This design comes from an exercise in tuning for small area on the open sky130 flow, not from production work.
In this exercise RTL edits were held to simulation tests only and were not proved equivalent to the original.
Power figures rest on the tool's default switching activity, not on a simulated workload.

Setup of quartz:
==> flow/design.v (excerpt) <==
module grf_scoreboard
(
    input  logic     clk,
    input  logic     reset,
    input  logic [grf_scoreboard_pkg::REG_AW-1:0] A1,
    input  logic [grf_scoreboard_pkg::REG_AW-1:0] A2,
    output logic [grf_scoreboard_pkg::WIDTH-1:0] RD1,
    output logic [grf_scoreboard_pkg::WIDTH-1:0] RD2,
    output logic     busy1,
    output logic     busy2,
    input  logic [grf_scoreboard_pkg::REG_AW-1:0] A3,
    input  logic [grf_scoreboard_pkg::WIDTH-1:0] WD,
    input  logic     WE,
    input  logic     issue_en,
    input  logic [grf_scoreboard_pkg::REG_AW-1:0] issue_dst
);
    localparam int W = grf_scoreboard_pkg::WIDTH;
    logic [W-1:0] r_regs [1:31];
    logic [31:1]  r_pend;
    logic [31:1]  w_wr_n;
    logic [31:1]  w_row_en;
    logic [31:1]  w_iss;
    logic [31:1]  w_pend_d;
    logic [W-1:0] w_wdata;
    grf_wr_dec u_wdec (
        .reset     (reset),
        .a3        (A3),
        .we        (WE),
        .issue_en  (issue_en),
        .issue_dst (issue_dst),
        .wr_n      (w_wr_n),
        .row_en    (w_row_en),
        .iss       (w_iss)
    );
    logic w_reset_n;
    assign w_reset_n = !reset;
    for (genvar b = 0; b < W; b++) begin : g_wd
        c_and2 u (.a(WD[b]), .b(w_reset_n), .y(w_wdata[b]));
    end
    for (genvar i = 1; i < 32; i++) begin : g_row
        always_ff @(posedge clk) begin
            if (w_row_en[i]) begin
                r_regs[i] <= w_wdata;
            end
        end
        c_a31o u_pend (.a1(r_pend[i]), .a2(w_wr_n[i]), .a3(w_reset_n), .b1(w_iss[i]), .y(w_pend_d[i]));
        always_ff @(posedge clk) begin
            r_pend[i] <= w_pend_d[i];
        end
    end
    logic [31:1] w_sel1, w_sel2;
    logic        w_byp1, w_byp2;
    grf_rd_dec u_rdec1 (.a(A1), .a3(A3), .we(WE), .wr_n(w_wr_n), .sel(w_sel1), .byp(w_byp1));
    grf_rd_dec u_rdec2 (.a(A2), .a3(A3), .we(WE), .wr_n(w_wr_n), .sel(w_sel2), .byp(w_byp2));
    for (genvar b = 0; b < W; b++) begin : g_rd
        logic [31:0] w_s1, w_s2, w_d;
        logic [2:0]  w_g1, w_g2;
        for (genvar i = 1; i < 32; i++) begin : g_t
  ...
Settings: LEC_CHECK=0, CAP_MARGIN=20, CORE_MARGIN=2, CORE_UTILIZATION=60, CTS_BUF_LIST=sky130_fd_sc_hd__clkbuf_16, CTS_CLUSTER_DIAMETER=80, CTS_CLUSTER_SIZE=25, PLACE_DENSITY=0.72, SETUP_SLACK_MARGIN=0.3, SLEW_MARGIN=20, SYNTH_HIERARCHICAL=1, SYNTH_MINIMUM_KEEP_SIZE=0; clock period 6.0 ns.
run.sh (not shown) runs the stock make flow with config.mk's settings and CLKGATE_MAP_FILE= SYNTH_SCRIPT=/design/flow/synth_recipe.tcl, a recipe that flattens the netlist after the stock synthesis.
Edits applied to the flow inputs when going from quartz to willow:
- SETUP_SLACK_MARGIN now 0.25, was 0.3
==> flow/flow/run.sh (new file) <==
#!/bin/bash
# The standard layout (standard.sh), with two changes: the buffer that ORFS puts on every
# input and output port is sky130_fd_sc_hd__buf_1 instead of the delay cell buffer_ports picks
# on its own, and after the global-route timing repair ORFS's power recovery downsizes gates
# on paths with slack to spare. Every other step, setting and check is the standard flow's.
set -e
cp standard.sh standard.sh.log
export BUFFER_PORTS_ARGS="-buffer_cell sky130_fd_sc_hd__buf_1"
export RECOVER_POWER=100
bash standard.sh > standard.log 2>&1
==> flow/standard.sh (new file) <==
#!/bin/bash
# synth_recipe.tcl (not shown) runs the flow's synth.tcl, then flattens the netlist and writes it again
# the make line also repeats each setting of config.mk as NAME=value (left out here)
make -C /OpenROAD-flow-scripts/flow DESIGN_CONFIG=/design/flow/config.mk WORK_HOME=/design/flow/orfs CLKGATE_MAP_FILE= SYNTH_SCRIPT=/design/flow/synth_recipe.tcl "${@:-finish}"
removed: flow/run.sh
[summary]
The layout from willow, despite a flow that completed every stage, fails the layout checks, with the failing checks listed as max-capacitance violations, max-slew violations. Compared to quartz, willow has clock power share 0.2 points higher. Comparing quartz against willow, there is no change at all in initial standard-cell utilization of the core. Summary of willow over quartz: non-clock buffer count dropped about 33%, multi-input gate share of the layout cell area climbed 0.79 points. The lower final cell count came out of willow. willow against quartz: sequential portion of the cell area rose 3.8 points, cell depth of the worst setup path fell 1, met1 capacity usage during global routing fell 6.3 points.
Setup changes, willow to xenon
==> flow/flow/run.sh <==
#!/bin/bash
# The standard layout (standard.sh), with one change: the buffer that ORFS puts on every
# input and output port is sky130_fd_sc_hd__buf_1 instead of the delay cell buffer_ports picks
# on its own. Every other step, setting and check is the standard flow's.
set -e
cp standard.sh standard.sh.log
export BUFFER_PORTS_ARGS="-buffer_cell sky130_fd_sc_hd__buf_1"
bash standard.sh > standard.log 2>&1
- xenon completed; timing, DRC and antenna clean
- ~same overall power after layout in xenon and willow
- The slowest cell on the critical path comes out sky130_fd_sc_hd__and3_2 in one run and sky130_fd_sc_hd__a222oi_1 in the other, namely in xenon and willow respectively.
- Row final design instance area without fill: xenon higher / willow lower
- xenon ended up with a lower logic depth of the worst path, buffers included than willow did.
- xenon vs willow on slew at the pin with the worst max-slew slack: xenon is the lower one.
- Comparing willow against xenon, there is no change at all in final sum of negative setup slack.
Here is what was changed in the inputs of cedar compared with xenon.
- CTS_CLUSTER_DIAMETER changed from 80 to 90
- CTS_CLUSTER_SIZE changed from 25 to 28
--- outcome ---
Non-filler instance count after layout essentially unchanged between cedar and xenon. Per the comparison of cedar with xenon, routed wire length shows no meaningful change, ratio of routed vias to standard cells shows no meaningful change, count of plain and timing-repair buffers shows an increase of 1. Between xenon and cedar, the flow reports largest voltage drop on the vdd net increasing by a few percent.

==> afterwards: timing with drivers on the ports <==
The flow's constraints put no driver on any port. The routed layouts listed below were extracted and timed again, unchanged, in two steps. Step 1 assumes that a clkbuf_16 drives the clock port and a buf_2 every other input. Step 2 times the ports against the registers' clock, not the clock port: input delays grow and output delays shrink by t, the midpoint of the rising clock arrivals with the driver on. Slacks: no drivers / after step 1 / after step 2; pairs: no drivers / after step 1.
| run | t (ns) | slack for setup (ns) | cell pins on the clock port's net |
|---|---|---|---|
| quartz | 0.720 | 0.172 / 0.135 / 0.135 | 1 |
| willow | 0.705 | 0.226 / 0.197 / 0.165 | 1 |
| xenon | 0.708 | 0.251 / 0.210 / 0.210 | 1 |
| cedar | 0.694 | 0.335 / 0.293 / 0.293 | 1 |
The setup slack of willow, which loses most, moves by -0.029 ns with the drivers and by -0.061 ns with both steps.
